This design comes from an exercise in tuning for small area and a short achievable clock period on the open sky130 flow, not from production work. Only simulation tests tie the RTL to the original design; equivalence was not proved. Power figures rest on the tool's default switching activity, not on a simulated workload.

==> inputs of build 52 <==
// ctrl_unit
module ctrl_unit (
    input  logic               clk,
    input  logic               rst,
    input  logic [31:0]        pc,
    input  logic [31:0]        inst,
    input  logic [31:0]        imm,
    input  logic               alu_done,
    input  logic               mem_done,
    input  logic               jump_done,
    input  logic               is_jump,
    output logic               is_en,
    output logic [2:0]         imm_sel,
    output logic               alu_en,
    output logic               mem_en,
    output logic               jump_en,
    output logic [31:0]        pc_ctrl,
    output logic [31:0]        imm_ctrl,
    output logic [5-1:0] rs1_ctrl,
    output logic [5-1:0] rs2_ctrl,
    output logic [4:0]         jump_op,
    output logic [3:0]         alu_op,
    output logic               alu_use_pc,
    output logic               alu_use_imm,
    output logic               mem_we,
    output logic [2:0]         mem_bhw,
    output logic [2:0]         write_sel,
    output logic               reg_write,
    output logic [5-1:0] rd_ctrl
);
export LEC_CHECK = 0
export CAP_MARGIN = 20
export CORE_MARGIN = 2
export CORE_UTILIZATION = 65
export CTS_CLUSTER_DIAMETER = 200
export CTS_CLUSTER_SIZE = 25
export SETUP_SLACK_MARGIN = 1.7
export SLEW_MARGIN = 20
create_clock -name core_clock -period 5.0 [get_ports {clk}]
standard.sh (not shown) runs the stock make flow with config.mk's settings and CLKGATE_MAP_FILE= SYNTH_SCRIPT=/design/flow/synth_recipe.tcl, a recipe that flattens the netlist after the stock synthesis.
==> flow/flow/run.sh <==
#!/bin/bash
# Standard layout (standard.sh, all steps) with two changes:
# * plain buf_1 cells as the port buffers (the default pick is a slow delay buffer);
# * the platform's don't-use list extended with slow cells that stack three or
#   more transistors in series (wide OR/NOR, AOI/OAI with 3-input groups), so
#   that mapping and repair build the decode logic from faster gates.
# Registers come out of the standard synthesis unchanged.
set -euo pipefail
export BUFFER_PORTS_ARGS="-buffer_cell sky130_fd_sc_hd__buf_1"
PLATFORM_DONT_USE="sky130_fd_sc_hd__probe_p_8 sky130_fd_sc_hd__probec_p_8 sky130_fd_sc_hd__lpflow_bleeder_1 sky130_fd_sc_hd__lpflow_clkbufkapwr_1 sky130_fd_sc_hd__lpflow_clkbufkapwr_16 sky130_fd_sc_hd__lpflow_clkbufkapwr_2 sky130_fd_sc_hd__lpflow_clkbufkapwr_4 sky130_fd_sc_hd__lpflow_clkbufkapwr_8 sky130_fd_sc_hd__lpflow_clkinvkapwr_1 sky130_fd_sc_hd__lpflow_clkinvkapwr_16 sky130_fd_sc_hd__lpflow_clkinvkapwr_2 sky130_fd_sc_hd__lpflow_clkinvkapwr_4 sky130_fd_sc_hd__lpflow_clkinvkapwr_8 sky130_fd_sc_hd__lpflow_decapkapwr_12 sky130_fd_sc_hd__lpflow_decapkapwr_3 sky130_fd_sc_hd__lpflow_decapkapwr_4 sky130_fd_sc_hd__lpflow_decapkapwr_6 sky130_fd_sc_hd__lpflow_decapkapwr_8 sky130_fd_sc_hd__lpflow_inputiso0n_1 sky130_fd_sc_hd__lpflow_inputiso0p_1 sky130_fd_sc_hd__lpflow_inputiso1n_1 sky130_fd_sc_hd__lpflow_inputiso1p_1 sky130_fd_sc_hd__lpflow_inputisolatch_1 sky130_fd_sc_hd__lpflow_isobufsrc_1 sky130_fd_sc_hd__lpflow_isobufsrc_16 sky130_fd_sc_hd__lpflow_isobufsrc_2 sky130_fd_sc_hd__lpflow_isobufsrc_4 sky130_fd_sc_hd__lpflow_isobufsrc_8 sky130_fd_sc_hd__lpflow_isobufsrckapwr_16 sky130_fd_sc_hd__lpflow_lsbuf_lh_hl_isowell_tap_1 sky130_fd_sc_hd__lpflow_lsbuf_lh_hl_isowell_tap_2 sky130_fd_sc_hd__lpflow_lsbuf_lh_hl_isowell_tap_4 sky130_fd_sc_hd__lpflow_lsbuf_lh_isowell_4 sky130_fd_sc_hd__lpflow_lsbuf_lh_isowell_tap_1 sky130_fd_sc_hd__lpflow_lsbuf_lh_isowell_tap_2 sky130_fd_sc_hd__lpflow_lsbuf_lh_isowell_tap_4"
P=sky130_fd_sc_hd__
SLOW="${P}or3_* ${P}or3b_* ${P}or4_* ${P}or4b_* ${P}or4bb_* ${P}a2111o_* ${P}o41a_* ${P}a311o_* ${P}o311a_* ${P}o2111a_* ${P}a41o_* ${P}nor4_* ${P}nor4b_* ${P}nor4bb_* ${P}a2111oi_* ${P}o41ai_* ${P}and4bb_* ${P}and4b_* ${P}a221oi_* ${P}a222oi_* ${P}a221o_* ${P}o221ai_* ${P}o221a_* ${P}o2111ai_* ${P}a311oi_* ${P}o311ai_* ${P}a41oi_* ${P}nor3_* ${P}nor3b_* ${P}o32ai_* ${P}o32a_* ${P}a32oi_* ${P}a32o_*"
bash standard.sh "BUFFER_PORTS_ARGS=$BUFFER_PORTS_ARGS" "DONT_USE_CELLS=$PLATFORM_DONT_USE $SLOW" finish > standard_flow.log 2>&1
==> build 11 (differences from build 52) <==
--- a/flow/flow/run.sh
+++ b/flow/flow/run.sh
@@ -3,5 +3,4 @@
 # * plain buf_1 cells as the port buffers (the default pick is a slow delay buffer);
-# * the platform's don't-use list extended with slow cells that stack three or
-#   more transistors in series (wide OR/NOR, AOI/OAI with 3-input groups), so
-#   that mapping and repair build the decode logic from faster gates.
+# * the platform's don't-use list extended with slow wide OR / AOI-style cells,
+#   so that mapping and repair build the decode logic from faster gates.
 # Registers come out of the standard synthesis unchanged.
@@ -11,3 +10,3 @@
 P=sky130_fd_sc_hd__
-SLOW="${P}or3_* ${P}or3b_* ${P}or4_* ${P}or4b_* ${P}or4bb_* ${P}a2111o_* ${P}o41a_* ${P}a311o_* ${P}o311a_* ${P}o2111a_* ${P}a41o_* ${P}nor4_* ${P}nor4b_* ${P}nor4bb_* ${P}a2111oi_* ${P}o41ai_* ${P}and4bb_* ${P}and4b_* ${P}a221oi_* ${P}a222oi_* ${P}a221o_* ${P}o221ai_* ${P}o221a_* ${P}o2111ai_* ${P}a311oi_* ${P}o311ai_* ${P}a41oi_* ${P}nor3_* ${P}nor3b_* ${P}o32ai_* ${P}o32a_* ${P}a32oi_* ${P}a32o_*"
+SLOW="${P}or3_* ${P}or3b_* ${P}or4_* ${P}or4b_* ${P}or4bb_* ${P}a2111o_* ${P}o41a_* ${P}a311o_* ${P}o311a_* ${P}o2111a_* ${P}a41o_* ${P}nor4_* ${P}nor4b_* ${P}nor4bb_* ${P}a2111oi_* ${P}o41ai_* ${P}and4bb_* ${P}and4b_*"
 bash standard.sh "BUFFER_PORTS_ARGS=$BUFFER_PORTS_ARGS" "DONT_USE_CELLS=$PLATFORM_DONT_USE $SLOW" finish > standard_flow.log 2>&1
--- a/flow/config.mk
+++ b/flow/config.mk
@@ -9,3 +9,3 @@
 export CORE_MARGIN = 2
-export CORE_UTILIZATION = 65
+export CORE_UTILIZATION = 78
 export CTS_CLUSTER_DIAMETER = 200
==> qor summary <==
item	build 11	build 52
Internal power component	0.00321 W	0.00322 W
Die span in x	114 µm	124 µm
Total via count after detailed routing	7751	6774
Count of mapped cells out of synthesis	724	746
Placement row count	40	44
Effective utilization at floorplan	78.9%	65.6%
PwrDens	451 nW/µm²	432 nW/µm²
Final Skew	0.0259 ns	0.0183 ns
HPWL after detailed placement	17100 µm	15700 µm
Share of cells above drive strength 1	9.16%	7.59%
Register share of the cell area	56.3%	55.8%
Leakage power figure	4.03 nW	4.14 nW
Mux share of post-synthesis cell area	0.639%	0.690%
Status	no timing/DRC/antenna violations	no timing/DRC/antenna violations
Delay contributed by the slowest stage of the critical path	0.21 ns	0.24 ns
Minimum clock period	3.27 ns	3.34 ns
Clock insertion delay at the later pin of the skew report	0.49 ns	0.46 ns
Syn_area_per_cell	13.0 µm²	12.6 µm²

==> static timing again, ports no longer ideal <==
The results above use ideal ports. As a check the final layouts listed here were re-extracted and re-timed, cells and wires unchanged. Step 1 sets driving cells, clkbuf_16 on the clock port and buf_2 on the other inputs (assumed; they add their load-dependent delay and slew). Step 2 also shifts input and output timing later by t, the mid clock arrival at the registers, as if the neighbouring blocks saw the same clock. Slacks: no drivers / after step 1 / after step 2; pairs: no drivers / after step 1.
| run | t, ns | setup slack, ns | worst setup path at the end | worst register clock-pin slew, ns |
|---|---|---|---|---|
| build 52 | 0.493 | 1.660 / 1.628 / 1.405 | input to register | 0.10 / 0.10 |
| build 11 | 0.520 | 1.729 / 1.689 / 1.389 | input to register | 0.11 / 0.11 |
After both steps setup and hold are still met in every run listed. The setup slack of build 11, which loses most, moves by -0.040 ns with the drivers and by -0.340 ns with both steps.
